This design comes from an exercise in tuning for small area, a short achievable clock period and few clock cycles on the open sky130 flow, not from production work.
The RTL was checked by simulation tests, not by an equivalence proof against the original design.
Power is estimated from default activity; no workload was simulated.

==> flow/design.v <==
package histPkg;
    localparam int BIN_WIDTH = 6;
    localparam int COUNT_WIDTH = 8;
    localparam int HITS_PER_FRAME = 200;
endpackage
module histGeq #(
    parameter int W = 14
) (
    input  logic [W-1:0] a,
    input  logic [W-1:0] b,
    output logic         ge
);
    localparam int LEVELS = $clog2(W);
    localparam int N = 2 ** LEVELS;
    logic [N-1:0] gt [LEVELS+1];
    logic [N-1:0] eq [LEVELS+1];
    for (genvar i = 0; i < N; i++) begin : gLeaf
        if (i < W) begin : gBit
            assign gt[0][i] = a[i] & ~b[i];
            assign eq[0][i] = ~(a[i] ^ b[i]);
        end else begin : gPad
            assign gt[0][i] = 1'b0;
            assign eq[0][i] = 1'b1;
        end
    end
    for (genvar l = 0; l < LEVELS; l++) begin : gLevel
        for (genvar j = 0; j < N; j++) begin : gNode
            if (j < (N >> (l + 1))) begin : gUsed
                assign gt[l+1][j] = gt[l][2*j+1] | (eq[l][2*j+1] & gt[l][2*j]);
                assign eq[l+1][j] = eq[l][2*j+1] & eq[l][2*j];
            end else begin : gUnused
                assign gt[l+1][j] = 1'b0;
                assign eq[l+1][j] = 1'b0;
            end
        end
    end
    assign ge = gt[LEVELS][0] | eq[LEVELS][0];
endmodule
module histTop #(
    parameter int BIN_WIDTH = histPkg::BIN_WIDTH,
    parameter int COUNT_WIDTH = histPkg::COUNT_WIDTH,
    parameter int HITS_PER_FRAME = histPkg::HITS_PER_FRAME
) (
    input  logic                   clk,
    input  logic                   res,
    input  logic                   start,
    input  logic                   hitValid,
    input  logic [BIN_WIDTH-1:0]   hitBin,
    output logic                   busy,
    output logic                   collecting,
    output logic                   peakValid,
    output logic [BIN_WIDTH-1:0]   peakBin,
    output logic [COUNT_WIDTH-1:0] peakCount
);
    localparam int BINS = 2 ** BIN_WIDTH;
    localparam int HIT_COUNT_WIDTH = $clog2(HITS_PER_FRAME + 1);
    localparam logic [HIT_COUNT_WIDTH-1:0] LAST_HIT = HIT_COUNT_WIDTH'(HITS_PER_FRAME - 1);
    localparam int LO_WIDTH = 5;
    localparam int HI_WIDTH = COUNT_WIDTH - LO_WIDTH;
    localparam int SLOTS = HITS_PER_FRAME / (2 ** LO_WIDTH);
    logic startAcc;
    logic hitAccept;
    logic lastHit;
    logic [HIT_COUNT_WIDTH-1:0] hitCount;
    logic clr;
    localparam int LO_SEL = BIN_WIDTH / 2;
    localparam int HI_SEL = BIN_WIDTH - LO_SEL;
    logic                 v1;
    logic                 last1;
    logic [BIN_WIDTH-1:0] bin1;
    logic [2**LO_SEL-1:0] selLo1;
    logic [2**HI_SEL-1:0] selHi1;
    logic                   v2;
    logic                   last2;
    logic [BIN_WIDTH-1:0]   bin2;
    logic [LO_WIDTH-1:0]    lo2;
    logic [HI_WIDTH-1:0]    hi2;
    logic [SLOTS-1:0]       match2;
    logic                   same1;
    logic [COUNT_WIDTH-1:0] maxCntM1;
    logic [BIN_WIDTH-1:0]   maxBinN;
    logic [LO_WIDTH-1:0]    lo [BINS];
    logic [SLOTS-1:0]       slotUsed;
    logic [BIN_WIDTH-1:0]   slotBin [SLOTS];
    logic [HI_WIDTH-1:0]    slotHi [SLOTS];
    logic [SLOTS-1:0]       match1;
    logic [HI_WIDTH-1:0]    hi1;
    logic [LO_WIDTH-1:0]    lo1;
    logic [COUNT_WIDTH-1:0] oldCnt;
    logic [COUNT_WIDTH-1:0] newCnt;
    logic [COUNT_WIDTH-1:0] cnt2;
    logic [SLOTS-1:0]       oldSlot;
    logic                   hasSlot;
    logic                   carry;
    logic [SLOTS-1:0]       freeSlot;
    logic [SLOTS-1:0]       slotWr;
    logic [LO_WIDTH-1:0]    loData;
    logic                   upd;
    logic                   done;
    function automatic logic [COUNT_WIDTH-1:0] incr(input logic [COUNT_WIDTH-1:0] x);
        logic c;
        c = 1'b1;
        for (int i = 0; i < COUNT_WIDTH; i++) begin
            incr[i] = x[i] ^ c;
            c = c & x[i];
        end
    endfunction
    logic ge;
    histGeq #(.W(COUNT_WIDTH + BIN_WIDTH)) uGe (
        .a({cnt2, ~bin2}),
        .b({maxCntM1, maxBinN}),
        .ge(ge)
    );
    assign startAcc = start && !busy;
    assign hitAccept = hitValid && collecting;
    assign lastHit = hitAccept && (hitCount == LAST_HIT);
    always_ff @(posedge clk or negedge res) begin
        if (!res) begin
            busy <= 1'b0;
            collecting <= 1'b0;
            peakValid <= 1'b0;
            peakBin <= '0;
            peakCount <= '0;
            v1 <= 1'b0;
            last1 <= 1'b0;
            v2 <= 1'b0;
            last2 <= 1'b0;
        end else begin
            v1 <= hitAccept;
            last1 <= lastHit;
            v2 <= v1;
            last2 <= last1;
            peakValid <= done;
            if (startAcc) begin
                busy <= 1'b1;
            end else if (done) begin
                busy <= 1'b0;
            end
            if (startAcc) begin
                collecting <= 1'b1;
            end else if (lastHit) begin
                collecting <= 1'b0;
            end
            if (done) begin
                peakBin <= upd ? bin2 : ~maxBinN;
                peakCount <= upd ? newCnt : incr(maxCntM1);
            end
        end
    end
    always_comb begin
        hi1 = '0;
        for (int s = 0; s < SLOTS; s++) begin
            match1[s] = slotUsed[s] && (slotBin[s] == bin1);
            if (match1[s]) begin
                hi1 = hi1 | slotHi[s];
            end
        end
    end
    always_ff @(posedge clk) begin
        clr <= startAcc;
        if (startAcc) begin
            hitCount <= '0;
        end else if (hitAccept) begin
            hitCount <= hitCount + 1'b1;
        end
    end
    always_comb begin
        logic [LO_WIDTH-1:0] part;
        lo1 = '0;
        for (int h = 0; h < 2 ** HI_SEL; h++) begin
            part = '0;
            for (int l = 0; l < 2 ** LO_SEL; l++) begin
                part = part | ({LO_WIDTH{selLo1[l]}} & lo[h * (2 ** LO_SEL) + l]);
            end
            lo1 = lo1 | ({LO_WIDTH{selHi1[h]}} & part);
        end
    end
    always_ff @(posedge clk) begin
        bin1 <= hitBin;
        for (int l = 0; l < 2 ** LO_SEL; l++) begin
            selLo1[l] <= (hitBin[LO_SEL-1:0] == LO_SEL'(l));
        end
        for (int h = 0; h < 2 ** HI_SEL; h++) begin
            selHi1[h] <= (hitBin[BIN_WIDTH-1:LO_SEL] == HI_SEL'(h));
        end
        bin2 <= bin1;
        {hi2, lo2} <= same1 ? newCnt : {hi1, lo1};
        match2 <= match1;
    end
    assign same1 = v2 && (bin2 == bin1);
    assign cnt2 = {hi2, lo2};
    assign oldCnt = cnt2;
    assign oldSlot = match2;
    assign newCnt = incr(cnt2);
    assign hasSlot = |oldSlot;
    assign carry = &lo2;
    assign freeSlot = slotUsed ^ {slotUsed[SLOTS-2:0], 1'b1};
    assign slotWr = (v2 && carry) ? (hasSlot ? oldSlot : freeSlot) : '0;
    assign upd = v2 && ge;
    assign done = v2 && last2;
    assign loData = clr ? '0 : newCnt[LO_WIDTH-1:0];
    always_ff @(posedge clk) begin
        if (clr) begin
            maxCntM1 <= '0;
            maxBinN <= '0;
        end else if (upd) begin
            maxCntM1 <= oldCnt;
            maxBinN <= ~bin2;
        end
    end
    always_ff @(posedge clk) begin
        if (clr) begin
            slotUsed <= '0;
        end else if (v2 && carry && !hasSlot) begin
            slotUsed <= {slotUsed[SLOTS-2:0], 1'b1};
        end
    end
    for (genvar s = 0; s < SLOTS; s++) begin : gSlot
        localparam int HW = $clog2((HITS_PER_FRAME - s * (2 ** LO_WIDTH)) / (2 ** LO_WIDTH) + 1);
        always_ff @(posedge clk) begin
            if (slotWr[s]) begin
                slotBin[s] <= bin2;
            end
        end
        if (HW < HI_WIDTH) begin : gNarrow
            logic [HW-1:0] hiQ;
            always_ff @(posedge clk) begin
                if (slotWr[s]) begin
                    hiQ <= newCnt[LO_WIDTH +: HW];
                end
            end
            assign slotHi[s] = HI_WIDTH'(hiQ);
        end else begin : gFull
            always_ff @(posedge clk) begin
                if (slotWr[s]) begin
                    slotHi[s] <= newCnt[COUNT_WIDTH-1:LO_WIDTH];
                end
            end
        end
    end
    for (genvar b = 0; b < BINS; b++) begin : gBin
        always_ff @(posedge clk) begin
            if (clr || (v2 && (bin2 == BIN_WIDTH'(b)))) begin
                lo[b] <= loData;
            end
        end
    end
endmodule
==> flow/run.sh <==
#!/bin/bash
# synth_recipe.tcl (not shown) runs the flow's synth.tcl, then flattens the netlist and writes it again
# the make line also repeats each setting of config.mk as NAME=value (left out here)
make -C /OpenROAD-flow-scripts/flow DESIGN_CONFIG=/design/flow/config.mk WORK_HOME=/design/flow/orfs CLKGATE_MAP_FILE= SYNTH_SCRIPT=/design/flow/synth_recipe.tcl finish
==> flow/config.mk <==
export PLATFORM = sky130hd
export DESIGN_NAME = histTop
export DESIGN_NICKNAME = histTop
export VERILOG_FILES = /design/flow/design.v
export SDC_FILE = /design/flow/constraint.sdc
export NUM_CORES = 4
export LEC_CHECK = 0
export CAP_MARGIN = 20
export CORE_MARGIN = 2
export CORE_UTILIZATION = 40
export CTS_CLUSTER_DIAMETER = 100
export CTS_CLUSTER_SIZE = 30
export SETUP_SLACK_MARGIN = 2.0
export SLEW_MARGIN = 20
==> flow/constraint.sdc <==
create_clock -name core_clock -period 4.2 [get_ports {clk}]
set_input_delay 0.8400 -clock core_clock [delete_from_list [all_inputs] [get_ports {clk}]]
set_output_delay 0.8400 -clock core_clock [all_outputs]
set_load 0.01 [all_outputs]
==> results of run 1 <==
[sequential cells by signal (all words and copies together), names as in the netlist, 3 cells and up]
signal	cells
lo	320
slotBin	36
slotHi	9
hitCount	8
maxCntM1	8
peakCount	8
selHi1	8
selLo1	8
bin1	6
bin2	6
match2	6
maxBinN	6
peakBin	6
slotUsed	6
gSlot.gNarrow.hiQ	5
lo2	5
hi2	3
[cell families after synthesis]
logic type               count (synthesis)
buffers and inverters                   96
AO/OA/AOI/OAI                          306
flip-flops                             462
adder cells (fa/ha/maj)                 27
multiplexers                            21
AND/OR/NAND/NOR                        223
XOR/XNOR                                56
[final timing paths]
kind | cells after the start | endpoint
worst max-delay path | 4 | slotHi[2][2]$_DFFE_PP_
worst min-delay path | 0 | last2$_DFF_PN0_
worst max register to register | 4 | slotHi[2][2]$_DFFE_PP_
worst min register to register | 0 | last2$_DFF_PN0_
max in group asynchronous | 1 | last2$_DFF_PN0_
min in group asynchronous | 1 | busy$_DFFE_PN0P_
[worst max-delay path, stage by stage (launching register included)]
cell	delay [ns]
dfxtp_1	0.32
or4_1	0.53
nor3_2	0.33
a21oi_1	0.13
nor2_2	0.54
[per-layer routing]
layer	vias up	global-route usage
met5	-	0
met4	0	0.0502
met3	61	0.0286
met2	359	0.300
met1	5503	0.275
li1	4736	-
[power by group through the flow]
| stage | Sequential, mW | Clock [mW] | Combinational, mW |
|---|---|---|---|
| after floorplan | 5.64 | 0 | 0.902 |
| after global placement | 5.69 | 0 | 1.26 |
| after detailed placement | 5.70 | 0 | 1.29 |
| after CTS | 5.59 | 2.31 | 1.49 |
| after global routing | 5.62 | 2.47 | 1.80 |
| final | 5.59 | 2.27 | 1.68 |
[through the flow]
| stage | hold WS (ns) | std cells |
|---|---|---|
| after global placement | 0.333 | 1755 |
| after CTS | 0.364 | 1814 |
| after floorplan | 0.326 | 1191 |
| after detailed placement | 0.339 | 1755 |
| after global routing | 0.365 | 1832 |
| final | 0.362 | 1832 |
[timing repair]
item / in CTS / in global routing
pin swaps: 6 / 12
endpoints found under the setup margin: 307 / 388
gates resized for setup: 54 / 35
setup buffers: 18 / 18
gates cloned: 7 / 0
[layout make-up]
cell class	instances	area (µm²)	area share
Multi-Input combinational cell	640	4900	0.244
Clock buffer	32	524	0.0261
Inverter	23	95.1	0.00473
Tap cell	592	741	0.0368
Clock inverter	2	28.8	0.00143
Sequential cell	462	13100	0.651
Timing Repair Buffer	81	723	0.0360
[cells in the final DEF, fill, tap and decap left out, types with 8 or more instances in the layout]
cell,Yosys,final
mux2i_1,15,15
nand2b_1,17,17
inv_1,22,16
nor3_1,12,8
nand2_1,40,39
dlygate4sd2_1,0,17
edfxtp_1,370,370
clkdlybuf4s50_1,0,9
a22oi_1,182,182
xnor2_1,26,26
buf_4,0,44
ha_1,27,19
and3_1,8,8
nand4_1,48,48
a21o_1,46,46
clkbuf_1,57,13
nor2_1,48,40
dfxtp_2,0,10
clkbuf_16,0,19
xor2_1,30,29
o211ai_1,26,26
a21oi_1,13,13
dfxtp_1,71,55
dfrtp_1,21,21
o21bai_1,21,20
==> results.cfg, run 1 <==
[run_status]
outcome = complete, no violations

[critical_path]
worstSetupPathType = reg2reg
critPathLaunch = match2[2]$_DFF_P_
arrival_ns = 2.40
cp-start-kind = register
r2r-start = match2[2]$_DFF_P_
r2r_setup_slack_ns = 1.99
cp_max_fo = 9
cp_data_required_time_ns = 4.39
endpoint_kind = register

[finish]
final_util = 0.454
fillers = 3917
final_area_um2 = 20100
nets = 1264
antenna_cells = 0
syn2layout_area_growth_pct = 11.8
drive_gt1_frac = 0.123

[sta]
post-route-period-util = 0.526
clock.fmax_mhz = 452
setup_violations = 0
fin_crit_ns = 2.21
max_slew_margin = 0.358
clock_skew_ns = 0.0386
finalSetupTns_ns = 0
slew_violations = 0
tightest_slew_ns = 0.955
rsz0062_at_grt = yes
fin_ws_ns = 1.99
hold_viol_final = 0

[drt]
num_vias = 10659
highest_layer = met4
vias_per_cell = 5.82
drt_iter0_markers = 1311
dr.pass1.iters = 7
drc = 0
wl_per_cell_um = 24.5
route.met2.wl_um = 20900
wl_met3_um = 2700
wl_um = 44800
wl_met1_um = 20200
ant_nets = 0

[die]
start_util = 0.406
row_count = 77
die_x_um = 216
pin_count = 27
core_area_um2 = 44300
die_h_um = 216
die-area_um2 = 46700

[placed_design]
placed_cell_area_um2 = 19000
dpl.hpwl_um = 26800
place.gp.congestion = 0.833
pre_cts_ws_ns = 1.32
io_buffer_count = 26

[yosys]
yosysUniqueCellTypes = 52
async_flop_share = 0.0455
ys_seq_area_frac = 0.726
netlist_area_um2 = 18000
synth_enable_flop_cells = 370
synthXorXnorAreaFrac = 0.0273
synthCells = 1191
synth_area_per_cell_um2 = 15.1
yosys.area.top_type_share = 0.618
synth.largest_area_cell = edfxtp_1
synth-simple-area-share = 0.0672
yosys.area_share.adder = 0.0188
synth_top_family_by_area = compound AO/OA/AOI/OAI gates
synth_area_leaders = edfxtp_1 62%, dfxtp_1 7.9%, a22oi_1 7.6%, dfrtp_1 2.9%, a21o_1 1.9%
synth_compound_area_frac = 0.127
synthTopCellsByCount = 370 x edfxtp_1, 182 x a22oi_1, 71 x dfxtp_1
ys_warn_count = 10
synth_mux_area_frac = 0.0125
ys_ff_latch = 462
yosysMostFrequentCell = edfxtp_1
synth_nets = 1228
ys.flop_type = edfxtp_1

[global_route]
grt_start_max_net_pins = 74
track_usage = 0.190
antenna_found_initial = 0
grt_pass1_wl_um = 66700
grt_pass1_vias = 10312
overflow = 0

[worst_hold_path]
timing.hold.worst.start = last1$_DFF_PN0_
hold_path.class = reg2reg

[clocking]
clk_pin_slew_ns = 0.11
h-tree-depth = 1
cts_tree = built
clk_latency_ns = 0.57
cts_max_path_buffers = 3
hold_buffers = 0
cts.sinks = 462
cts_root_buf = clkbuf_16
numCtsBuffers = 19

[power]
p_int_mw = 6.98
pwr-share-comb = 0.176
power.leakage_nw = 6.96
powerDensity_nw_per_um2 = 474
switching_share = 0.267
switching_power_mw = 2.55
ir_drop_mv = 0.243
clkPwrFrac = 0.238
seqPwrFrac = 0.586
power_mw = 9.53

[job]
cap_violations = 0
Testbench counts, summed over its fixed seeds: cycles 55,492.
==> inputs of run 2 (changes only) <==
--- a/flow/config.mk
+++ b/flow/config.mk
@@ -12,3 +12,4 @@
 export CTS_CLUSTER_SIZE = 30
-export SETUP_SLACK_MARGIN = 2.0
+export PLACE_DENSITY = 0.75
+export SETUP_SLACK_MARGIN = 2.1
 export SLEW_MARGIN = 20
==> run 2 against run 1 <==
Against the previous run:
- non-clock buffer count fell by 1
- sequential share of layout area shrank 0.50 points
- maximum frequency shrank 1.5%
- highest routed layer unchanged
- power up 0.96%
==> results.cfg, run 2 <==
[die]
die_h_um = 216
pin_count = 27
row_count = 77
start_util = 0.406
core_area_um2 = 44300
die_x_um = 216
die-area_um2 = 46700

[critical_path]
cp-start-kind = register
critPathMaxStageDelay_ns = 0.38
r2r_setup_slack_ns = 1.96
arrival_ns = 2.69
cp_max_fo = 8
worstSetupPathType = reg2reg
r2r-start = maxCntM1[3]$_SDFFE_PP0P_
critical-path-top-delay-family = compound AO/OA/AOI/OAI gates
r2r_end = maxBinN[2]$_SDFFE_PP0P_
critPathBufInv = 4
path_cells = inv_1, ha_4, a211oi_2, o21ai_2, buf_4, a211oi_4, buf_6, nor3b_4, buf_12, mux2_4
critPathSlowestCell = dfxtp_2
cp_data_required_time_ns = 4.65
worst-path-stages = 10
reg2reg_depth = 10
endpoint_kind = register

[global_route]
grt_start_max_net_pins = 65
overflow = 0
grt_pass1_wl_um = 66400
grt_pass1_vias = 10892
antenna_found_initial = 0
track_usage = 0.184

[clocking]
cts.sinks = 462
cts_tree = built
clk_latency_ns = 0.55
hold_buffers = 0
clk_pin_slew_ns = 0.12
cts_root_buf = clkbuf_16
numCtsBuffers = 19
cts_max_path_buffers = 3
h-tree-depth = 1

[yosys]
async_flop_share = 0.0455
synth_enable_flop_cells = 370
ys_ff_latch = 462
synthCells = 1191
synth.largest_area_cell = edfxtp_1
synthTopCellsByCount = 370 x edfxtp_1, 182 x a22oi_1, 71 x dfxtp_1
ys_seq_area_frac = 0.726
yosysMostFrequentCell = edfxtp_1
yosys.area.top_type_share = 0.618
netlist_area_um2 = 18000
synth_area_leaders = edfxtp_1 62%, dfxtp_1 7.9%, a22oi_1 7.6%, dfrtp_1 2.9%, a21o_1 1.9%
yosysUniqueCellTypes = 52
synth_nets = 1228
synth_area_per_cell_um2 = 15.1
ys_warn_count = 10
ys.flop_type = edfxtp_1

[worst_hold_path]
hold_path.class = reg2reg
worstHoldEndpoint = v2$_DFF_PN0_
timing.hold.worst.start = v1$_DFF_PN0_
whs_path_depth = 0

[sta]
hold_viol_final = 0
tightest_slew_ns = 1.00
max_slew_margin = 0.328
clock_skew_ns = 0.0267
setup_violations = 0
clock.fmax_mhz = 445
fin_crit_ns = 2.24
finalSetupTns_ns = 0
slew_violations = 0
post-route-period-util = 0.535
rsz0062_at_grt = yes

[run_status]
outcome = complete, no violations

[drt]
drt_iter0_markers = 1343
wl_per_cell_um = 24.2
drc = 0
wl_um = 44200
num_vias = 10826
dr.pass1.iters = 5
ant_nets = 0
vias_per_cell = 5.92

[finish]
syn2layout_area_growth_pct = 12.7
drive_gt1_frac = 0.141
largestRegisters = lo: 320 flops, slotBin: 36 flops, slotHi: 9 flops
top_register = lo
final_common_cell = edfxtp_1
seq_area_um2 = 13100
final_cell_mix = 370 x edfxtp_1, 182 x a22oi_1, 55 x dfxtp_1, 48 x nand4_1, 46 x a21o_1
largest_register_ffs = 320
fillers = 3773
multi_input_area_um2 = 5040
nets = 1262
final_util = 0.457
antenna_cells = 0

[placed_design]
io_buffer_count = 26
place.gp.congestion = 0.879
dpl.hpwl_um = 26400

[power]
powerDensity_nw_per_um2 = 475
power.leakage_nw = 6.92
power_mw = 9.62
ir_drop_mv = 0.252

[job]
cap_violations = 0
[run 2: cell counts after synthesis]
Identical to the previous run, type by type.
[run 2: per-stage QoR]
step	instances	cell area, µm²	setup slack [ns]	hold WS [ns]
after global routing	1829	20300	1.94	0.370
after global placement	1752	18900	1.31	0.335
after CTS	1821	20000	1.94	0.358
after floorplan	1191	18100	1.98	0.326
final	1829	20300	1.96	0.355
after detailed placement	1752	18900	1.17	0.336
[run 2: kinds of logic (layout without fill, tap and decap cells)]
family / Yosys count / after routing / synth area share
muxes: 21 / 21 / 0.0125
DFF: 462 / 462 / 0.726
and+or+nand+nor: 223 / 229 / 0.0672
xor gates and xnor gates: 56 / 56 / 0.0273
buffers and inverters: 96 / 136 / 0.0210
AOI/OAI and AO/OA: 306 / 306 / 0.127
adders and majority gates: 27 / 27 / 0.0188
[run 2: cell type report]
cell class                      instances  area share
Sequential cell                       462       0.646
Multi-Input combinational cell        639       0.249
Clock inverter                          2     0.00105
Tap cell                              592      0.0365
Timing Repair Buffer                   80      0.0371
Clock buffer                           31      0.0257
Inverter                               23     0.00457
[run 2: how the worst max path moves through the flow]
stage	to	startpoint
5_1_grt	peakBin[4]$_DFFE_PN0P_	maxCntM1[3]$_SDFFE_PP0P_
4_1_cts	slotBin[2][0]$_DFFE_PP_	match2[2]$_DFF_P_
3_3_place_gp	peakBin[1]$_DFFE_PN0P_	bin2[2]$_DFF_P_
2_1_floorplan	maxBinN[4]$_SDFFE_PP0P_	bin2[5]$_DFF_P_
6_report	maxBinN[2]$_SDFFE_PP0P_	maxCntM1[3]$_SDFFE_PP0P_
3_5_place_dp	peakBin[0]$_DFFE_PN0P_	bin2[2]$_DFF_P_
[run 2: worst register-to-register path, delay by kind of cell, from the launching register on]
family,cells,cell delay [ns]
AOI/OAI and AO/OA,3,0.58
adders and majority gates,1,0.27
buffers and inverters,4,0.54
DFF,1,0.38
muxes,1,0.30
and+or+nand+nor,1,0.05
[run 2: metal layers]
metal	GRT usage	share of wire
met1	0.245	0.39
met2	0.311	0.50
met3	0.0222	0.081
met4	0.0696	0.035
met5	0	0
[run 2: power by group]
group	switching, mW	internal (mW)
clock	1.33	0.879
sequential	0.150	5.45
combinational	1.08	0.731
total	2.56	7.06
[run 2: timing repair]
action,in CTS,in global routing
setup endpoints to repair,466,189
gates resized for setup,87,51
pin swaps,12,19
cloned,7,0
setup buffers,29,8
==> inputs of run 3 (changes only) <==
--- a/flow/design.v
+++ b/flow/design.v
@@ -78,2 +78,6 @@
     logic [SLOTS-1:0]       match2;
+    logic                   hasSlot2;
+    logic                   carry2;
+    logic [2**LO_SEL-1:0]   selLo2;
+    logic [2**HI_SEL-1:0]   selHi2;
     logic                   same1;
@@ -187,3 +191,7 @@
         {hi2, lo2} <= same1 ? newCnt : {hi1, lo1};
+        carry2 <= same1 ? &newCnt[LO_WIDTH-1:0] : &lo1;
         match2 <= match1;
+        hasSlot2 <= |match1;
+        selLo2 <= selLo1;
+        selHi2 <= v1 ? selHi1 : '0;
     end
@@ -194,4 +202,4 @@
     assign newCnt = incr(cnt2);
-    assign hasSlot = |oldSlot;
-    assign carry = &lo2;
+    assign hasSlot = hasSlot2;
+    assign carry = carry2;
     assign freeSlot = slotUsed ^ {slotUsed[SLOTS-2:0], 1'b1};
@@ -242,3 +250,3 @@
         always_ff @(posedge clk) begin
-            if (clr || (v2 && (bin2 == BIN_WIDTH'(b)))) begin
+            if (clr || (selHi2[b / (2 ** LO_SEL)] && selLo2[b % (2 ** LO_SEL)])) begin
                 lo[b] <= loData;
--- a/flow/config.mk
+++ b/flow/config.mk
@@ -12,4 +12,3 @@
 export CTS_CLUSTER_SIZE = 30
-export PLACE_DENSITY = 0.75
-export SETUP_SLACK_MARGIN = 2.1
+export SETUP_SLACK_MARGIN = 2.0
 export SLEW_MARGIN = 20
==> run 3 against run 2 <==
Against the previous run:
- cell count decreased by 0.44%
- sequential cell count increased by 18
- core utilization decreased by 0.80 points
- largest power group unchanged
- highest routed layer unchanged
==> results.cfg, run 3 <==
[yosys]
netlist_area_um2 = 18200
ys.flop_type = edfxtp_1
yosysUniqueCellTypes = 48
yosys.area.top_type_share = 0.610
async_flop_share = 0.0438
synth_nets = 1221
yosysMostFrequentCell = edfxtp_1
synth.largest_area_cell = edfxtp_1
ys_warn_count = 10
ys_ff_latch = 480
synthTopCellsByCount = 370 x edfxtp_1, 183 x a22oi_1, 89 x dfxtp_1
synth_area_per_cell_um2 = 15.4
synth_enable_flop_cells = 370
synth_area_leaders = edfxtp_1 61%, dfxtp_1 9.8%, a22oi_1 7.5%, dfrtp_1 2.9%, a21o_1 2.7%
synthCells = 1183
ys_seq_area_frac = 0.736

[drt]
wl_per_cell_um = 25.0
vias_per_cell = 5.75
ant_nets = 0
wl_um = 45500
drc = 0
num_vias = 10465
dr.pass1.iters = 5
drt_iter0_markers = 1080

[finish]
syn2layout_area_growth_pct = 11.4
largestRegisters = lo: 320 flops, slotBin: 36 flops, slotHi: 9 flops
top_register = lo
final_util = 0.449
final_cell_mix = 370 x edfxtp_1, 183 x a22oi_1, 67 x dfxtp_1, 66 x a21o_1, 48 x nand4_1
nets = 1244
largest_register_ffs = 320
final_area_um2 = 20300
drive_gt1_frac = 0.125
final_common_cell = edfxtp_1

[die]
pin_count = 27
start_util = 0.403
die_h_um = 217
core_area_um2 = 45200
die-area_um2 = 47300
die_x_um = 217
row_count = 78

[clocking]
clk_latency_ns = 0.57
cts_tree = built
numCtsBuffers = 20
clk_pin_slew_ns = 0.12
cts_max_path_buffers = 3
h-tree-depth = 1
cts.sinks = 480
cts_root_buf = clkbuf_16

[critical_path]
arrival_ns = 2.47
cp_max_fo = 64
cp_data_required_time_ns = 4.44
worstSetupPathType = reg2reg
endpoint_kind = register
cp-start-kind = register

[job]
cap_violations = 0

[run_status]
outcome = complete, no violations

[sta]
post-route-period-util = 0.531
clock_skew_ns = 0.0371
setup_violations = 0
tightest_slew_ns = 0.958
slew_violations = 0
fin_ws_ns = 1.97
clock.fmax_mhz = 449
hold_viol_final = 0
finalSetupTns_ns = 0
rsz0062_at_grt = yes
max_slew_margin = 0.360
fin_crit_ns = 2.23

[placed_design]
place.gp.congestion = 0.807
pre_cts_ws_ns = 1.56
dpl.hpwl_um = 27600
placed_cell_area_um2 = 19100
io_buffer_count = 26

[power]
powerDensity_nw_per_um2 = 482
power.leakage_nw = 7.23
p_int_mw = 7.20
power_mw = 9.78
ir_drop_mv = 0.261
seqPwrFrac = 0.594
switching_share = 0.264
switching_power_mw = 2.58
pwr-share-comb = 0.162
clkPwrFrac = 0.243

[global_route]
overflow = 0
grt_pass1_wl_um = 67200
antenna_found_initial = 0
track_usage = 0.191
grt_pass1_vias = 10220
grt_start_max_net_pins = 65

[worst_hold_path]
hold_path.class = in2async
==> run 3: cell types whose count changed after synthesis, sizes merged, moves of 15 or more <==
cell    change
o211ai     -25
a21o       +20
o21bai     -20
dfxtp      +18
o21ai      +18
nand2b     -16
nor2       -15
==> run 3: timing repair <==
item | in CTS | in global routing
setup endpoints to repair | 240 | 341
resized for setup | 51 | 42
pin swaps | 5 | 9
hold buffers | 0 | 0
setup buffers | 9 | 14
cloned | 7 | 3
==> run 3: power groups by stage <==
stage	combinational (mW)	sequential (mW)	clock (mW)
after floorplan	0.837	5.83	0
after detailed placement	1.20	5.92	0
after global routing	1.72	5.84	2.58
final	1.59	5.82	2.38
after global placement	1.15	5.91	0
after CTS	1.39	5.80	2.42
==> run 3: critical path, cell delays in order (launching register included) <==
cell     delay, ns
dfxtp_4       0.88
buf_4         0.66
a21o_1        0.34
==> run 3: layer usage <==
metal | part of all wire | track usage
met1 | 0.43 | 0.273
met2 | 0.47 | 0.305
met3 | 0.071 | 0.0271
met4 | 0.028 | 0.0518
met5 | 0 | 0
==> run 3: area by class of cell <==
| type | count | area (µm²) |
|---|---|---|
| sequential | 480 | 13500 |
| inverter | 27 | 101 |
| tap | 600 | 751 |
| timing repair buffer | 72 | 711 |
| antenna | 1 | 2.50 |
| clock inverter | 3 | 48.8 |
| fill | 3957 | 24900 |
| clock buffer | 33 | 559 |
| multi-input combinational | 605 | 4650 |
==> run 3: cell families (layout without fill, tap and decap cells) <==
logic type / count (synthesis) / in the layout / synth area share
flops: 480 / 480 / 0.736
compound gates: 318 / 318 / 0.128
simple gates: 174 / 182 / 0.0540
buf+inv: 106 / 135 / 0.0236
xor+xnor: 56 / 56 / 0.0269
fa+ha+maj: 28 / 28 / 0.0192
mux: 21 / 21 / 0.0117
other cells: 0 / 1 / 0
==> run 3: through the flow <==
stage | std cells | hold slack (ns)
after floorplan | 1183 | 0.326
after global placement | 1750 | 0.340
after detailed placement | 1751 | 0.343
after CTS | 1803 | 0.365
after global routing | 1820 | 0.277
final | 1821 | 0.241
==> run 3: path summary, 6_finish.rpt <==
path	from	end	slack, ns	depth (start not counted)
min	res	peakBin[2]$_DFFE_PN0P_	0.24	1
max reg2reg	clr$_DFF_P_	lo[51][0]$_DFFE_PP_	1.97	2
min reg2reg	last1$_DFF_PN0_	last2$_DFF_PN0_	0.36	0
min in group core_clock	last1$_DFF_PN0_	last2$_DFF_PN0_	0.36	0
max	clr$_DFF_P_	lo[51][0]$_DFFE_PP_	1.97	2
max in group asynchronous	res	last1$_DFF_PN0_	3.59	1
Testbench counts of run 3, summed over its fixed seeds: cycles 55,492.
==> inputs of run 4 (changes only) <==
--- a/flow/design.v
+++ b/flow/design.v
@@ -56,3 +56,12 @@
     localparam int HIT_COUNT_WIDTH = $clog2(HITS_PER_FRAME + 1);
-    localparam logic [HIT_COUNT_WIDTH-1:0] LAST_HIT = HIT_COUNT_WIDTH'(HITS_PER_FRAME - 1);
+    function automatic logic [7:0] lfsrNext(input logic [7:0] x);
+        lfsrNext = {x[6:0], ~(x[7] ^ x[5] ^ x[4] ^ x[3])};
+    endfunction
+    function automatic logic [7:0] lfsrAfter(input int n);
+        lfsrAfter = '0;
+        for (int i = 0; i < n; i++) begin
+            lfsrAfter = lfsrNext(lfsrAfter);
+        end
+    endfunction
+    localparam logic [7:0] LAST_HIT = lfsrAfter(HITS_PER_FRAME - 1);
     localparam int LO_WIDTH = 5;
@@ -63,3 +72,3 @@
     logic lastHit;
-    logic [HIT_COUNT_WIDTH-1:0] hitCount;
+    logic [7:0] hitCount;
     logic clr;
@@ -80,4 +89,2 @@
     logic                   carry2;
-    logic [2**LO_SEL-1:0]   selLo2;
-    logic [2**HI_SEL-1:0]   selHi2;
     logic                   same1;
@@ -167,3 +174,3 @@
         end else if (hitAccept) begin
-            hitCount <= hitCount + 1'b1;
+            hitCount <= lfsrNext(hitCount);
         end
@@ -194,4 +201,2 @@
         hasSlot2 <= |match1;
-        selLo2 <= selLo1;
-        selHi2 <= v1 ? selHi1 : '0;
     end
@@ -250,3 +255,3 @@
         always_ff @(posedge clk) begin
-            if (clr || (selHi2[b / (2 ** LO_SEL)] && selLo2[b % (2 ** LO_SEL)])) begin
+            if (clr || (v2 && (bin2 == BIN_WIDTH'(b)))) begin
                 lo[b] <= loData;
==> run 4 against run 3 <==
Against the previous run:
- critical endpoint is now peakCount[2]$_DFFE_PN0P_
- maximum frequency grew 1.1%
- clock power shrank 6%
- synthesized cell count rose by 0.51%
- still clean
- largest power group unchanged
- critical path type unchanged
- largest cell class unchanged
- combinational power is 39% higher
- cell area shrank 1.0%
- sequential cell count fell by 16
- cell count is essentially flat
==> results.cfg, run 4 <==
[critical_path]
critPathSlowestCell = a221o_2
path_cells = inv_2, ha_4, a211oi_2, nand2_1, a2bb2oi_1, a221o_2, buf_6, buf_12, mux2i_1, o21ai_1
critPathMaxStageDelay_ns = 0.45
endpoint_kind = register
cp_max_fo = 7
r2r-start = maxBinN[5]$_SDFFE_PP0P_
r2r_setup_slack_ns = 1.99
r2r_end = peakCount[2]$_DFFE_PN0P_
arrival_ns = 2.63
cp-start-kind = register
worstSetupPathType = reg2reg
reg2reg_depth = 10
cp_data_required_time_ns = 4.62

[power]
power_mw = 10.8
powerDensity_nw_per_um2 = 535
power.leakage_nw = 6.95
ir_drop_mv = 0.268

[drt]
ant_nets = 0
vias_per_cell = 5.80
dr.pass1.iters = 7
num_vias = 10548
wl_um = 44900
wl_per_cell_um = 24.7
drt_iter0_markers = 1183
drc = 0

[die]
die_x_um = 216
pin_count = 27
row_count = 77
core_area_um2 = 44300
die_h_um = 216
start_util = 0.405
die-area_um2 = 46600

[yosys]
netlist_area_um2 = 18000
synthCells = 1189
yosys.area_share.adder = 0.0188
synthTopCellsByCount = 370 x edfxtp_1, 184 x a22oi_1, 73 x dfxtp_1
ys_seq_area_frac = 0.729
synth_area_leaders = edfxtp_1 62%, dfxtp_1 8.1%, a22oi_1 7.7%, dfrtp_1 2.9%, a21o_1 1.9%
yosys.area.top_type_share = 0.618
yosysUniqueCellTypes = 46
synth.largest_area_cell = edfxtp_1
synth-simple-area-share = 0.0613
ys_ff_latch = 464
ys_warn_count = 10
async_flop_share = 0.0453
synth_top_family_by_area = compound AO/OA/AOI/OAI gates
yosysMostFrequentCell = edfxtp_1
synth_mux_area_frac = 0.0109
ys.flop_type = edfxtp_1
synth_nets = 1226
synth_area_per_cell_um2 = 15.1
synthXorXnorAreaFrac = 0.0253
synth_enable_flop_cells = 370
synth_compound_area_frac = 0.132

[sta]
slew_violations = 0
clock_skew_ns = 0.0242
finalSetupTns_ns = 0
clock.fmax_mhz = 453
rsz0062_at_grt = yes
fin_crit_ns = 2.21
hold_viol_final = 0
tightest_slew_ns = 1.12
post-route-period-util = 0.525
setup_violations = 0
max_slew_margin = 0.250

[placed_design]
place.gp.congestion = 0.878
place_inst = 1754
dpl.hpwl_um = 26900
io_buffer_count = 26
placed_cell_area_um2 = 18900

[run_status]
outcome = complete, no violations

[clocking]
hold_buffers = 0
cts_root_buf = clkbuf_16
clk_pin_slew_ns = 0.12
cts_max_path_buffers = 3
cts_tree = built
numCtsBuffers = 19
clk_latency_ns = 0.57
h-tree-depth = 1
cts.sinks = 464

[finish]
largest_register_ffs = 320
final_cell_mix = 370 x edfxtp_1, 181 x a22oi_1, 60 x dfxtp_1, 55 x nand4_1, 54 x nand2_1
final_area_um2 = 20100
stdcell_count = 1820
nets = 1252
fillers = 3889
top_register = lo
antenna_cells = 0
largestRegisters = lo: 320 flops, slotBin: 36 flops, slotHi: 9 flops
final_util = 0.454
final_common_cell = edfxtp_1
syn2layout_area_growth_pct = 11.9
drive_gt1_frac = 0.133

[global_route]
grt_start_max_net_pins = 69
track_usage = 0.187
overflow = 0
grt_pass1_wl_um = 65800
antenna_found_initial = 0
grt_pass1_vias = 10221

[worst_hold_path]
hold_path.class = in2async

[job]
cap_violations = 0
run 4: cell count changes after synthesis, sizes merged, moves of 4 or more:
cell | previous run | this run
o21bai | 1 | 21
and4 | 4 | 0
buf | 24 | 28
nand2 | 38 | 56
a21oi | 22 | 31
and2 | 9 | 1
nor3 | 2 | 10
xor2 | 28 | 21
nand4 | 48 | 55
a21o | 66 | 46
clkbuf | 55 | 45
dfxtp | 89 | 73
or3 | 0 | 4
run 4: cell families after synthesis:
| kind of cell | after synthesis |
|---|---|
| multiplexers | 19 |
| AND/OR/NAND/NOR | 202 |
| adder cells (fa/ha/maj) | 27 |
| flip-flops | 464 |
| AO/OA/AOI/OAI | 326 |
| XOR/XNOR | 52 |
| buffers and inverters | 99 |
run 4: layout make-up:
class                           instances  area (µm²)  share of cell area
Multi-Input combinational cell        632        4830               0.240
Clock buffer                           30         517              0.0257
Timing Repair Buffer                   72         749              0.0373
Sequential cell                       464       13100               0.653
Clock inverter                          4        30.0             0.00149
Inverter                               26         105             0.00523
Tap cell                              592         741              0.0369
run 4: routing by layer:
layer	vias up	global-route usage	part of all wire
met5	-	0	0
met4	0	0.0630	0.031
met3	71	0.0217	0.065
met2	370	0.304	0.47
met1	5397	0.263	0.43
li1	4710	-	-
run 4: critical path, delay by kind of cell, from the launching register on:
family | cells | cell delay (ns)
AO/OA/AOI/OAI | 4 | 0.88
adder cells (fa/ha/maj) | 1 | 0.24
buffers and inverters | 3 | 0.35
flip-flops | 1 | 0.37
multiplexers | 1 | 0.16
AND/OR/NAND/NOR | 1 | 0.07
run 4: power breakdown:
group / leakage (nW) / total, mW / switching, mW / internal (mW)
clock network: 0.262 / 2.24 / 1.36 / 0.877
registers: 4.25 / 6.31 / 0.303 / 6.01
logic: 2.44 / 2.21 / 1.37 / 0.846
total: 6.95 / 10.8 / 3.03 / 7.73
run 4: worst max-delay path by stage:
stage	startpoint	endpoint	slack, ns	depth (start not counted)
after global placement	bin2[3]$_DFF_P_	maxBinN[3]$_SDFFE_PP0P_	1.56	8
after floorplan	clr$_DFF_P_	lo[0][1]$_DFFE_PP_	1.89	4
after CTS	v2$_DFF_PN0_	slotBin[1][2]$_DFFE_PP_	1.76	2
after detailed placement	bin2[3]$_DFF_P_	maxBinN[2]$_SDFFE_PP0P_	1.48	8
final	maxBinN[5]$_SDFFE_PP0P_	peakCount[2]$_DFFE_PN0P_	1.99	10
after global routing	maxBinN[5]$_SDFFE_PP0P_	peakBin[3]$_DFFE_PN0P_	1.89	10
run 4: stage by stage:
step,hold WS [ns],worst slack [ns]
CTS,0.365,1.76
floorplan,0.326,1.89
finish,0.226,1.99
global placement,0.338,1.56
global route,0.245,1.89
detailed placement,0.340,1.48
run 4: timing repair:
action | CTS | global route
gates resized for setup | 53 | 60
setup endpoints to repair | 488 | 346
setup buffers | 14 | 9
pin swaps | 5 | 9
gates cloned | 7 | 2
Testbench counts of run 4, summed over its fixed seeds: cycles 55,492.
==> inputs of run 5 (changes only) <==
--- a/flow/config.mk
+++ b/flow/config.mk
@@ -14 +14,2 @@
 export SLEW_MARGIN = 20
+export TNS_END_PERCENT = 50
==> run 5 against run 4 <==
Against the previous run:
- setup slack worse by 0.033 ns
- cell count shrank 0.71%
- critical path depth decreased by 6
- cell area shrank 0.91%
- sequential power hardly changed
- synthesized area stayed put
- first-iteration DRC count decreased by 12%
- largest power group unchanged
- register-to-register slack worse by 0.03 ns
- synthesized cell count stayed put
==> results.cfg, run 5 <==
[clocking]
clk_pin_slew_ns = 0.12
h-tree-depth = 1
cts.sinks = 464
hold_buffers = 0
numCtsBuffers = 19
clk_latency_ns = 0.57
cts_tree = built
cts_root_buf = clkbuf_16
cts_max_path_buffers = 3

[critical_path]
critPathBufInv = 1
reg2reg_depth = 4
endpoint_kind = register
critical-path-top-delay-family = simple AND/OR/NAND/NOR gates
arrival_ns = 2.45
cp_data_required_time_ns = 4.41
r2r-start = bin2[1]$_DFF_P_
critPathMaxStageDelay_ns = 0.62
cp_max_fo = 17
path_cells = buf_4, nand2_1, or3_1, o21bai_1
critPathLaunch = bin2[1]$_DFF_P_
critPathSlowestCell = o21bai_1
cp-start-kind = register
r2r_end = lo[55][0]$_DFFE_PP_
crit_end = lo[55][0]$_DFFE_PP_
worst-path-stages = 4
r2r_setup_slack_ns = 1.96
worstSetupPathType = reg2reg

[yosys]
ys_seq_area_frac = 0.729
async_flop_share = 0.0453
ys.flop_type = edfxtp_1
ys_ff_latch = 464
synth_nets = 1226
yosys.area.top_type_share = 0.618
synthTopCellsByCount = 370 x edfxtp_1, 184 x a22oi_1, 73 x dfxtp_1
ys_warn_count = 10
synth.largest_area_cell = edfxtp_1
synthCells = 1189
yosysMostFrequentCell = edfxtp_1
synth_area_per_cell_um2 = 15.1
synth_area_leaders = edfxtp_1 62%, dfxtp_1 8.1%, a22oi_1 7.7%, dfrtp_1 2.9%, a21o_1 1.9%
yosysUniqueCellTypes = 46
synth_enable_flop_cells = 370
netlist_area_um2 = 18000

[placed_design]
dpl.hpwl_um = 26900
place_inst = 1757
place.gp.congestion = 0.858
io_buffer_count = 26
pre_cts_ws_ns = 1.03

[drt]
ant_nets = 0
wl_um = 43800
wl_per_cell_um = 24.3
drc = 0
vias_per_cell = 5.77
drt_iter0_markers = 1038
dr.pass1.iters = 5
num_vias = 10433

[finish]
syn2layout_area_growth_pct = 10.8
fillers = 3888
final_util = 0.449
drive_gt1_frac = 0.108
stdcell_count = 1807
nets = 1239
antenna_cells = 0
top_register = lo
largest_register_ffs = 320
final_cell_mix = 370 x edfxtp_1, 182 x a22oi_1, 59 x dfxtp_1, 56 x nand2_1, 55 x nand4_1
final_common_cell = edfxtp_1
largestRegisters = lo: 320 flops, slotBin: 36 flops, slotHi: 9 flops

[die]
start_util = 0.405
core_area_um2 = 44300
die-area_um2 = 46600
row_count = 77
die_x_um = 216
pin_count = 27
die_h_um = 216

[sta]
setup_violations = 0
slew_violations = 0
finalSetupTns_ns = 0
rsz0062_at_grt = yes
clock.fmax_mhz = 447
fin_ws_ns = 1.96
fin_crit_ns = 2.24
tightest_slew_ns = 0.924
hold_viol_final = 0
clock_skew_ns = 0.0341
max_slew_margin = 0.382
post-route-period-util = 0.533

[power]
powerDensity_nw_per_um2 = 534
power_mw = 10.6
ir_drop_mv = 0.272
power.leakage_nw = 7.07

[worst_hold_path]
hold_path.class = in2async

[global_route]
overflow = 0
track_usage = 0.186
antenna_found_initial = 0
grt_pass1_vias = 10214
grt_pass1_wl_um = 65900
grt_start_max_net_pins = 65

[run_status]
outcome = complete, no violations

[job]
cap_violations = 0
[run 5: cell count changes in the layout (fill, tap and decap cells not counted), moves of 4 or more]
cell,delta
nor2_2,-4
o21bai_2,-4
o21bai_1,+4
ha_1,+4
dlymetal6s2s_1,+17
dlygate4sd2_1,-17
buf_4,-5
nor2_1,+6
[run 5: repair_timing]
action	CTS	global route
pin swaps	1	9
gates resized for setup	26	62
endpoints found under the setup margin	329	344
gates cloned	2	2
setup buffers	6	6
[run 5: metrics by stage]
step	instance area (µm²)	hold WS [ns]
2_1_floorplan	18000	0.326
3_3_place_gp	18900	0.333
3_5_place_dp	18900	0.336
4_1_cts	19600	0.360
5_1_grt	19900	0.246
6_report	19900	0.208
[run 5: worst min-delay path by stage]
stage | startpoint | end | slack, ns | cells after the start
4_1_cts | last1$_DFF_PN0_ | last2$_DFF_PN0_ | 0.36 | 0
5_1_grt | res | peakCount[7]$_DFFE_PN0P_ | 0.25 | 1
3_3_place_gp | v1$_DFF_PN0_ | v2$_DFF_PN0_ | 0.33 | 0
3_5_place_dp | last1$_DFF_PN0_ | last2$_DFF_PN0_ | 0.34 | 0
2_1_floorplan | bin1[0]$_DFF_P_ | bin2[0]$_DFF_P_ | 0.33 | 0
6_report | res | peakCount[0]$_DFFE_PN0P_ | 0.21 | 1
[run 5: layer usage]
layer	vias to the layer above	track usage	wire length (µm)
met2	361	0.304	21100
met4	0	0.0443	981
met1	5335	0.266	18900
li1	4675	-	-
met5	-	0	0
met3	62	0.0245	2790
[run 5: final cells by class]
class	count	area, µm²	share of cell area
multi-input cells	629	4680	0.235
inverters	26	105	0.00528
well taps	592	741	0.0372
clock inverters	3	26.3	0.00132
flip-flops and latches	464	13100	0.659
repair buffers	62	698	0.0351
clock buffers	31	542	0.0272
[run 5: cell families after synthesis]
group,Yosys count,synth area share
xor+xnor,52,0.0253
buf+inv,99,0.0228
compound gates,326,0.132
fa+ha+maj,27,0.0188
flops,464,0.729
simple gates,202,0.0613
mux,19,0.0109
[run 5: power breakdown]
group | total, mW | switching (mW) | internal (mW)
Sequential | 6.30 | 0.290 | 6.01
Combinational | 2.06 | 1.28 | 0.776
Clock | 2.29 | 1.38 | 0.914
==> inputs of run 6 (changes only) <==
--- a/flow/config.mk
+++ b/flow/config.mk
@@ -7,2 +7,3 @@
 export LEC_CHECK = 0
+export ABC_AREA = 1
 export CAP_MARGIN = 20
==> run 6 against run 5 <==
Against the previous run:
- highest routed layer unchanged
- global-route usage rose by 0.81 points
- via count rose by 18%
- critical path depth did not move
==> results.cfg, run 6 <==
[run_status]
outcome = complete, no violations

[yosys]
synth_area_per_cell_um2 = 10.7
yosysMostFrequentCell = nand2_1
netlist_area_um2 = 18700
synth_area_leaders = edfxtp_1 59%, nand2_1 14%, dfxtp_1 7.8%, nor2_1 3.1%, o21ai_0 2.9%
async_flop_share = 0.0453
ys.flop_type = edfxtp_1
synth_nets = 1792
ys_seq_area_frac = 0.699
synthTopCellsByCount = 714 x nand2_1, 370 x edfxtp_1, 153 x nor2_1
ys_ff_latch = 464
synthCells = 1755
synth_enable_flop_cells = 370
synth.largest_area_cell = edfxtp_1
yosys.area.top_type_share = 0.593
ys_warn_count = 10
yosysUniqueCellTypes = 40

[sta]
fin_hold_ws_ns = 0.362
slew_violations = 0
clock_skew_ns = 0.0285
fin_crit_ns = 2.16
max_slew_margin = 0.370
tightest_slew_ns = 0.942
fin_ws_ns = 2.04
rsz0062_at_grt = yes
post-route-period-util = 0.515
setup_violations = 0
clock.fmax_mhz = 462
finalSetupTns_ns = 0
hold_viol_final = 0

[placed_design]
place.gp.congestion = 0.854
pre_cts_ws_ns = 1.44
dpl.hpwl_um = 30000
io_buffer_count = 26
placed_cell_area_um2 = 19700

[global_route]
overflow = 0
track_usage = 0.194
grt_pass1_wl_um = 70900
grt_pass1_vias = 11976
grt_start_max_net_pins = 65
antenna_found_initial = 0

[clocking]
numCtsBuffers = 19
cts_max_path_buffers = 3
cts.sinks = 464
cts_tree = built
cts_root_buf = clkbuf_16
clk_pin_slew_ns = 0.11
h-tree-depth = 1
clk_latency_ns = 0.57

[finish]
fillers = 4296
syn2layout_area_growth_pct = 10.4
final_util = 0.446
nets = 1824
antenna_cells = 0
top_register = lo
final_cell_mix = 711 x nand2_1, 370 x edfxtp_1, 143 x nor2_1, 67 x inv_1, 63 x dfxtp_1
largestRegisters = lo: 320 flops, slotBin: 36 flops, slotHi: 9 flops
largest_register_ffs = 320
drive_gt1_frac = 0.0817
final_common_cell = nand2_1
final_area_um2 = 20700

[drt]
drc = 0
drt_iter0_markers = 1155
wl_um = 46900
vias_per_cell = 5.13
dr.pass1.iters = 5
wl_per_cell_um = 19.5
ant_nets = 0
num_vias = 12342

[die]
core_area_um2 = 46400
row_count = 79
pin_count = 27
die_x_um = 220
die-area_um2 = 48600
start_util = 0.404
die_h_um = 220

[worst_hold_path]
hold_path.class = reg2reg

[critical_path]
cp_data_required_time_ns = 4.41
worstSetupPathType = reg2reg
cp-start-kind = register
endpoint_kind = register
cp_max_fo = 11
arrival_ns = 2.37

[power]
ir_drop_mv = 0.327
power.leakage_nw = 8.45
powerDensity_nw_per_um2 = 434

[job]
cap_violations = 0
run 6: repair_timing:
item,CTS,global route
gates resized for setup,87,62
hold endpoints to repair,0,0
pin swaps,1,5
endpoints found under the setup margin,598,381
cloned,1,3
setup buffers,2,15
hold buffers,0,0
run 6: path summary, 6_finish.rpt:
path                                 start                   to  slack [ns]  depth (start not counted)
setup / recovery           bin2[0]$_DFF_P_  lo[37][0]$_DFFE_PP_        2.04                          4
hold / removal             last1$_DFF_PN0_      last2$_DFF_PN0_        0.36                          0
setup reg to reg           bin2[0]$_DFF_P_  lo[37][0]$_DFFE_PP_        2.04                          4
hold reg to reg            last1$_DFF_PN0_      last2$_DFF_PN0_        0.36                          0
max in group asynchronous              res         v2$_DFF_PN0_        2.72                          1
min in group asynchronous              res      last1$_DFF_PN0_        0.81                          1
run 6: critical path: stages (launching register included):
cell	delay [ns]
dfxtp_4	0.44
inv_1	0.12
nor2_1	0.39
nand2_1	0.38
o21ai_1	0.48
run 6: layout make-up:
cell class / instances / area [µm²] / area share
timing repair buffer: 64 / 589 / 0.0285
sequential: 464 / 13100 / 0.635
multi-input combinational: 1160 / 5350 / 0.259
inverter: 78 / 299 / 0.0145
clock inverter: 2 / 25.0 / 0.00121
clock buffer: 32 / 524 / 0.0254
tap: 607 / 759 / 0.0367
run 6: cells by family after synthesis:
logic type      count (synthesis)  synth area share
compound gates                146            0.0403
xor+xnor                       17           0.00795
buf+inv                       135            0.0311
simple gates                  966             0.204
fa+ha+maj                      27            0.0180
flops                         464             0.699
run 6: metrics by stage:
step | instances | power [mW]
after detailed placement | 2352 | 6.73
after CTS | 2389 | 8.96
after global placement | 2352 | 6.72
after global routing | 2407 | 9.35
after floorplan | 1755 | 6.27
final | 2407 | 8.98
run 6: where the power goes:
part           internal, mW  leakage, nW  switching [mW]
Sequential             5.35         4.23           0.158
Combinational         0.350         3.96           0.871
Clock                 0.884        0.261            1.37
Total                  6.59         8.45            2.39
run 6: routing by layer:
metal / share of wire / vias to the layer above / global-route usage
met3: 0.066 / 61 / 0.0232
met1: 0.44 / 5948 / 0.279
met2: 0.47 / 433 / 0.315
li1: - / 5900 / -
met4: 0.021 / 0 / 0.0483
met5: 0 / - / 0
==> inputs of run 7 (changes only) <==
--- a/flow/design.v
+++ b/flow/design.v
@@ -88,4 +88,7 @@
     logic                   hasSlot2;
-    logic                   carry2;
+    logic                   binLeA2;
+    logic                   binLeB2;
+    logic                   updPrev;
     logic                   same1;
+    logic [COUNT_WIDTH-1:0] maxCnt;
     logic [COUNT_WIDTH-1:0] maxCntM1;
@@ -118,8 +121,3 @@
     endfunction
-    logic ge;
-    histGeq #(.W(COUNT_WIDTH + BIN_WIDTH)) uGe (
-        .a({cnt2, ~bin2}),
-        .b({maxCntM1, maxBinN}),
-        .ge(ge)
-    );
+    logic binLe;
     assign startAcc = start && !busy;
@@ -156,3 +154,3 @@
                 peakBin <= upd ? bin2 : ~maxBinN;
-                peakCount <= upd ? newCnt : incr(maxCntM1);
+                peakCount <= upd ? newCnt : maxCnt;
             end
@@ -198,3 +196,5 @@
         {hi2, lo2} <= same1 ? newCnt : {hi1, lo1};
-        carry2 <= same1 ? &newCnt[LO_WIDTH-1:0] : &lo1;
+        binLeA2 <= (bin1 <= ~maxBinN);
+        binLeB2 <= (bin1 <= bin2);
+        updPrev <= upd;
         match2 <= match1;
@@ -208,6 +208,7 @@
     assign hasSlot = hasSlot2;
-    assign carry = carry2;
+    assign carry = &lo2;
     assign freeSlot = slotUsed ^ {slotUsed[SLOTS-2:0], 1'b1};
     assign slotWr = (v2 && carry) ? (hasSlot ? oldSlot : freeSlot) : '0;
-    assign upd = v2 && ge;
+    assign binLe = updPrev ? binLeB2 : binLeA2;
+    assign upd = v2 && ((cnt2 == maxCnt) || ((cnt2 == maxCntM1) && binLe));
     assign done = v2 && last2;
@@ -216,2 +217,3 @@
         if (clr) begin
+            maxCnt <= COUNT_WIDTH'(1);
             maxCntM1 <= '0;
@@ -219,2 +221,3 @@
         end else if (upd) begin
+            maxCnt <= newCnt;
             maxCntM1 <= oldCnt;
--- a/flow/config.mk
+++ b/flow/config.mk
@@ -7,3 +7,2 @@
 export LEC_CHECK = 0
-export ABC_AREA = 1
 export CAP_MARGIN = 20
@@ -15,2 +14 @@
 export SLEW_MARGIN = 20
-export TNS_END_PERCENT = 50
==> run 7 against run 6 <==
Against the previous run:
- first-iteration DRC count up 12%
- cell count decreased by 23%
- worst hold slack got worse by 0.13 ns
- non-clock buffer count is 6 lower
- still clean
- clock skew down 0.0047 ns
- combinational power increased by 52%
- synthesized cell count fell by 30%
- largest cell class unchanged
- clock-buffer cell count unchanged
- via count shrank 13%
- power up 18%
- synthesized area decreased by 3.1%
- maximum frequency shrank 2.1%
==> results.cfg, run 7 <==
[yosys]
synth_nets = 1248
synth.largest_area_cell = edfxtp_1
synth_area_per_cell_um2 = 14.9
synth_area_leaders = edfxtp_1 61%, dfxtp_1 9.1%, a22oi_1 7.5%, dfrtp_1 2.9%, a21o_1 2.0%
netlist_area_um2 = 18200
ys_warn_count = 7
async_flop_share = 0.0443
ys_ff_latch = 474
synthTopCellsByCount = 370 x edfxtp_1, 182 x a22oi_1, 83 x dfxtp_1
ys.flop_type = edfxtp_1
yosysUniqueCellTypes = 51
ys_seq_area_frac = 0.732
synth_enable_flop_cells = 370
yosysMostFrequentCell = edfxtp_1
yosys.area.top_type_share = 0.612
synthCells = 1220

[sta]
fin_crit_ns = 2.21
max_slew_margin = 0.332
clock.fmax_mhz = 452
post-route-period-util = 0.527
rsz0062_at_grt = yes
clock_skew_ns = 0.0238
finalSetupTns_ns = 0
hold_viol_final = 0
tightest_slew_ns = 1.00
fin_ws_ns = 1.99
setup_violations = 0
slew_violations = 0

[finish]
antenna_cells = 0
largest_register_ffs = 320
multi_input_area_um2 = 4740
seq_area_um2 = 13300
largestRegisters = lo: 320 flops, slotBin: 36 flops, slotHi: 9 flops
nets = 1261
syn2layout_area_growth_pct = 9.81
top_register = lo
fillers = 4026
drive_gt1_frac = 0.0932
final_util = 0.442
final_common_cell = edfxtp_1
final_cell_mix = 370 x edfxtp_1, 181 x a22oi_1, 73 x dfxtp_1, 55 x nand2_1, 53 x nand4_1

[clocking]
h-tree-depth = 1
clk_pin_slew_ns = 0.12
numCtsBuffers = 19
clk_latency_ns = 0.56
cts.sinks = 474
hold_buffers = 0
cts_root_buf = clkbuf_16
cts_tree = built
cts_max_path_buffers = 3

[die]
core_area_um2 = 45100
row_count = 78
die_h_um = 217
die-area_um2 = 47100
pin_count = 27
die_x_um = 217
start_util = 0.403

[critical_path]
arrival_ns = 2.40
endpoint_kind = register
cp_data_required_time_ns = 4.39
cp_max_fo = 10
r2r-start = bin2[0]$_DFF_P_
cp-start-kind = register
r2r_setup_slack_ns = 1.99
r2r_end = lo[15][2]$_DFFE_PP_
critPathLaunch = bin2[0]$_DFF_P_
worstSetupPathType = reg2reg
reg2reg_depth = 2

[placed_design]
place.gp.congestion = 0.846
pre_cts_ws_ns = 1.65
dpl.hpwl_um = 27900
io_buffer_count = 26

[run_status]
outcome = complete, no violations

[global_route]
grt_start_max_net_pins = 101
grt_use_met1 = 0.268
gr-usage-met2 = 0.314
grt_pass1_vias = 10294
grt_pass1_wl_um = 67500
overflow = 0
track_usage = 0.191
grt.busiest_layer = met2
met3_usage = 0.0291
antenna_found_initial = 3

[power]
ir_drop_mv = 0.335
powerDensity_nw_per_um2 = 532
power.leakage_nw = 6.82

[drt]
drc = 0
wl_per_cell_um = 24.7
ant_nets = 0
wl_um = 45600
vias_per_cell = 5.80
dr.pass1.iters = 7
drt_iter0_markers = 1288
num_vias = 10701

[worst_hold_path]
hold_path.class = in2async

[job]
cap_violations = 0
-- run 7: cell types whose count changed in the layout (fill, tap and decap cells not counted), sizes merged, moves of 21 or more --
cell / before / now
inv: 78 / 9
a21o: 2 / 48
nand3: 51 / 15
xnor2: 7 / 35
a21oi: 23 / 46
nand4: 7 / 54
nor2: 155 / 45
a22oi: 0 / 182
nand2: 718 / 55
o21ai: 113 / 15
o21bai: 0 / 21
-- run 7: worst max path at each step --
| stage | end | cells past startpoint |
|---|---|---|
| 2_1_floorplan | lo[0][4]$_DFFE_PP_ | 5 |
| 3_3_place_gp | lo[52][4]$_DFFE_PP_ | 5 |
| 3_5_place_dp | lo[6][2]$_DFFE_PP_ | 3 |
| 4_1_cts | lo[2][0]$_DFFE_PP_ | 2 |
| 5_1_grt | slotBin[5][5]$_DFFE_PP_ | 2 |
| 6_report | lo[15][2]$_DFFE_PP_ | 2 |
-- run 7: worst max-delay path, stage by stage, from the launching register on --
cell and delay (ns):
dfxtp_1 0.65, nand4_1 0.43, o21bai_1 0.76
-- run 7: final cells by class --
type	count	share of cell area
Multi-Input combinational cell	669	0.237
Clock buffer	32	0.0263
Clock inverter	1	0.000439
Inverter	11	0.00226
Timing Repair Buffer	58	0.0279
Sequential cell	474	0.668
Tap cell	600	0.0376
-- run 7: metrics by stage --
step / cell area (µm²) / power (mW) / hold WS (ns) / cells
2_1_floorplan: 18200 / 7.58 / 0.326 / 1220
3_3_place_gp: 19000 / 8.29 / 0.342 / 1790
3_5_place_dp: 19100 / 8.38 / 0.355 / 1792
4_1_cts: 19700 / 10.6 / 0.378 / 1834
5_1_grt: 19900 / 11.0 / 0.256 / 1845
6_report: 19900 / 10.6 / 0.235 / 1845
-- run 7: report_power, final --
group | internal, mW | leakage, nW | total [mW] | switching [mW]
clock | 0.874 | 0.254 | 2.25 | 1.37
combinational | 0.646 | 2.24 | 1.86 | 1.22
sequential | 6.15 | 4.33 | 6.50 | 0.347
-- run 7: kinds of logic (layout without fill, tap and decap cells) --
logic type / after synthesis / count (layout) / synth area share
compound gates: 336 / 336 / 0.131
xor+xnor: 61 / 61 / 0.0298
fa+ha+maj: 18 / 18 / 0.0124
buf+inv: 82 / 102 / 0.0197
flops: 474 / 474 / 0.732
mux: 1 / 1 / 0.000551
simple gates: 248 / 253 / 0.0746
-- run 7: metal layers --
layer / part of all wire / vias to the layer above
li1: - / 4808
met1: 0.42 / 5398
met2: 0.48 / 434
met3: 0.075 / 61
met4: 0.023 / 0
met5: 0 / -
-- run 7: what timing repair did --
action,4_1_cts,5_1_grt
setup buffers,6,8
pin swaps,0,3
cloned,3,2
endpoints found under the setup margin,543,236
gates resized for setup,38,28
Testbench counts of run 7, summed over its fixed seeds: cycles 55,492.
==> inputs of run 8 (changes only) <==
--- a/flow/config.mk
+++ b/flow/config.mk
@@ -7,3 +7,3 @@
 export LEC_CHECK = 0
-export CAP_MARGIN = 20
+export CAP_MARGIN = 0
 export CORE_MARGIN = 2
@@ -11,4 +11,4 @@
 export CTS_CLUSTER_DIAMETER = 100
-export CTS_CLUSTER_SIZE = 30
+export CTS_CLUSTER_SIZE = 25
 export SETUP_SLACK_MARGIN = 2.0
-export SLEW_MARGIN = 20
+export SLEW_MARGIN = 0
==> run 8 against run 7 <==
Against the previous run:
- sequential cell count unchanged
- non-clock buffer count decreased by 7
- critical path type unchanged
- clock-buffer cell count increased by 6
- global-route usage increased by 0.64 points
- register-to-register slack about the same
- sequential power about the same
- largest cell class unchanged
- clock power increased by 8%
- worst hold slack improved by 0.14 ns
==> results.cfg, run 8 <==
[die]
row_count = 78
pin_count = 27
die_h_um = 217
start_util = 0.403
die-area_um2 = 47100
die_x_um = 217
core_area_um2 = 45100

[sta]
clock.fmax_mhz = 452
fin_ws_ns = 1.99
slew_violations = 0
max_slew_margin = 0.318
tightest_slew_ns = 1.02
rsz0062_at_grt = yes
hold_viol_final = 0
fin_crit_ns = 2.21
post-route-period-util = 0.526
finalSetupTns_ns = 0
setup_violations = 0
clock_skew_ns = 0.0403

[worst_hold_path]
hold_path.class = reg2reg
timing.hold.worst.start = last1$_DFF_PN0_

[finish]
syn2layout_area_growth_pct = 10.3
drive_gt1_frac = 0.0921
nets = 1262
final_cell_mix = 370 x edfxtp_1, 181 x a22oi_1, 71 x dfxtp_1, 55 x nand2_1, 53 x nand4_1
final_common_cell = edfxtp_1
final_area_um2 = 20000
fillers = 4043
seq_area_um2 = 13300
largest_register_ffs = 320
top_register = lo
multi_input_area_um2 = 4790
largestRegisters = lo: 320 flops, slotBin: 36 flops, slotHi: 9 flops

[yosys]
synthCells = 1220
synthTopCellsByCount = 370 x edfxtp_1, 182 x a22oi_1, 83 x dfxtp_1
ys_ff_latch = 474
synth_enable_flop_cells = 370
synth.largest_area_cell = edfxtp_1
synth_area_per_cell_um2 = 14.9
ys_warn_count = 7
synth_nets = 1248
yosysUniqueCellTypes = 51
netlist_area_um2 = 18200
ys.flop_type = edfxtp_1
synth_area_leaders = edfxtp_1 61%, dfxtp_1 9.1%, a22oi_1 7.5%, dfrtp_1 2.9%, a21o_1 2.0%
yosysMostFrequentCell = edfxtp_1
async_flop_share = 0.0443
ys_seq_area_frac = 0.732
yosys.area.top_type_share = 0.612

[drt]
vias_per_cell = 5.86
ant_nets = 0
drc = 0
wl_um = 47300
wl_per_cell_um = 25.6
num_vias = 10850
dr.pass1.iters = 6
drt_iter0_markers = 1236

[clocking]
numCtsBuffers = 22
hold_buffers = 0
cts_max_path_buffers = 3
clk_latency_ns = 0.59
cts.sinks = 474
cts_root_buf = clkbuf_16
cts_tree = built
clk_pin_slew_ns = 0.10
h-tree-depth = 1

[critical_path]
critPathSlowestCell = dfxtp_2
worstSetupPathType = reg2reg
cp-start-kind = register
r2r-start = bin2[1]$_DFF_P_
cp_max_fo = 16
endpoint_kind = register
critPathMaxStageDelay_ns = 0.59
cp_data_required_time_ns = 4.40
critPathLaunch = bin2[1]$_DFF_P_
arrival_ns = 2.41
path_cells = inv_1, or3_1, o21bai_1

[power]
powerDensity_nw_per_um2 = 541
power.leakage_nw = 6.84
p_int_mw = 7.80
pwr-share-comb = 0.175
ir_drop_mv = 0.319
switching_share = 0.280
seqPwrFrac = 0.601
clkPwrFrac = 0.223
switching_power_mw = 3.04

[placed_design]
pre_cts_ws_ns = 1.39
placed_cell_area_um2 = 19000
io_buffer_count = 26
dpl.hpwl_um = 27700
place.gp.congestion = 0.846

[global_route]
gr-usage-met2 = 0.322
grt_pass1_wl_um = 69400
overflow = 0
met3_usage = 0.0334
grt_pass1_vias = 10572
track_usage = 0.197
antenna_found_initial = 2
grt_start_max_net_pins = 55
grt.busiest_layer = met2
grt_use_met1 = 0.274

[job]
cap_violations = 0

[run_status]
outcome = complete, no violations
==> run 8: power by group through the flow <==
stage / Sequential [mW] / Combinational, mW / Clock, mW
5_1_grt: 6.59 / 2.07 / 2.62
4_1_cts: 6.52 / 1.83 / 2.47
3_3_place_gp: 6.62 / 1.67 / 0
6_report: 6.52 / 1.90 / 2.42
2_1_floorplan: 6.51 / 1.07 / 0
3_5_place_dp: 6.64 / 1.71 / 0
==> run 8: final timing paths <==
kind,end,slack [ns],cells after the start
hold / removal,last2$_DFF_PN0_,0.37,0
max in group asynchronous,v2$_DFF_PN0_,2.71,1
min in group asynchronous,peakCount[7]$_DFFE_PN0P_,0.83,1
setup reg to reg,lo[11][1]$_DFFE_PP_,1.99,3
hold reg to reg,last2$_DFF_PN0_,0.37,0
setup / recovery,lo[11][1]$_DFFE_PP_,1.99,3
==> run 8: timing repair <==
item                       in CTS  in global routing
setup buffers                   6                  4
pin swaps                       0                  2
setup endpoints to repair     586                250
gates cloned                    8                  2
gates resized for setup        45                 24
==> run 8: cell type report <==
type                       instances  share of cell area
clock inverter                     1            0.000812
clock buffer                      38              0.0305
tap                              600              0.0375
inverter                          11             0.00225
multi-input combinational        674               0.239
antenna                            1            0.000125
sequential                       474               0.665
timing repair buffer              51              0.0242
==> run 8: metrics by stage <==
stage / hold slack (ns) / std cells / total power [mW] / utilization
2_1_floorplan: 0.326 / 1220 / 7.58 / -
3_3_place_gp: 0.342 / 1790 / 8.29 / 0.422
3_5_place_dp: 0.349 / 1790 / 8.35 / 0.422
4_1_cts: 0.379 / 1843 / 10.8 / 0.441
5_1_grt: 0.397 / 1849 / 11.3 / 0.444
6_report: 0.371 / 1850 / 10.8 / 0.444
==> run 8: kinds of logic after synthesis <==
family	synth area share
and+or+nand+nor	0.0746
xor gates and xnor gates	0.0298
DFF	0.732
AOI/OAI and AO/OA	0.131
adders and majority gates	0.0124
buffers and inverters	0.0197
muxes	0.000551
==> run 8: worst max-delay path: cells and delay by family (launching register included) <==
family,cells,cell delay (ns)
flip-flops,1,0.59
AO/OA/AOI/OAI,1,0.50
AND/OR/NAND/NOR,1,0.52
buffers and inverters,1,0.23
==> run 8: routing by layer <==
metal,vias to the layer above,part of all wire
met2,466,0.47
met5,-,0
met4,0,0.027
li1,4810,-
met1,5489,0.42
met3,85,0.083

==> afterwards: timing with drivers on the ports <==
Ports are ideal in the flow. The routed layouts listed here were re-timed in OpenROAD.
Step 1, drivers: a clkbuf_16 drives clk and a buf_2 each remaining input, both assumed.
Step 2, shift: input delay + t, output delay - t, t = (earliest + latest rising clock arrival at the registers) / 2. This alone moves slack from input paths to output paths.
Three values: ideal ports, drivers, drivers and shift; two values: the first two.
| run | shift t [ns] | slack for setup (ns) |
|---|---|---|
| run 1 | 0.601 | 1.989 / 1.989 / 1.898 |
| run 2 | 0.597 | 1.955 / 1.955 / 1.868 |
| run 3 | 0.600 | 1.971 / 1.971 / 1.970 |
| run 4 | 0.613 | 1.995 / 1.993 / 1.995 |
| run 5 | 0.613 | 1.962 / 1.962 / 1.962 |
| run 6 | 0.609 | 2.036 / 2.036 / 1.847 |
| run 7 | 0.604 | 1.989 / 1.989 / 1.931 |
| run 8 | 0.619 | 1.989 / 1.989 / 1.980 |
After both steps every run listed still meets setup and hold.
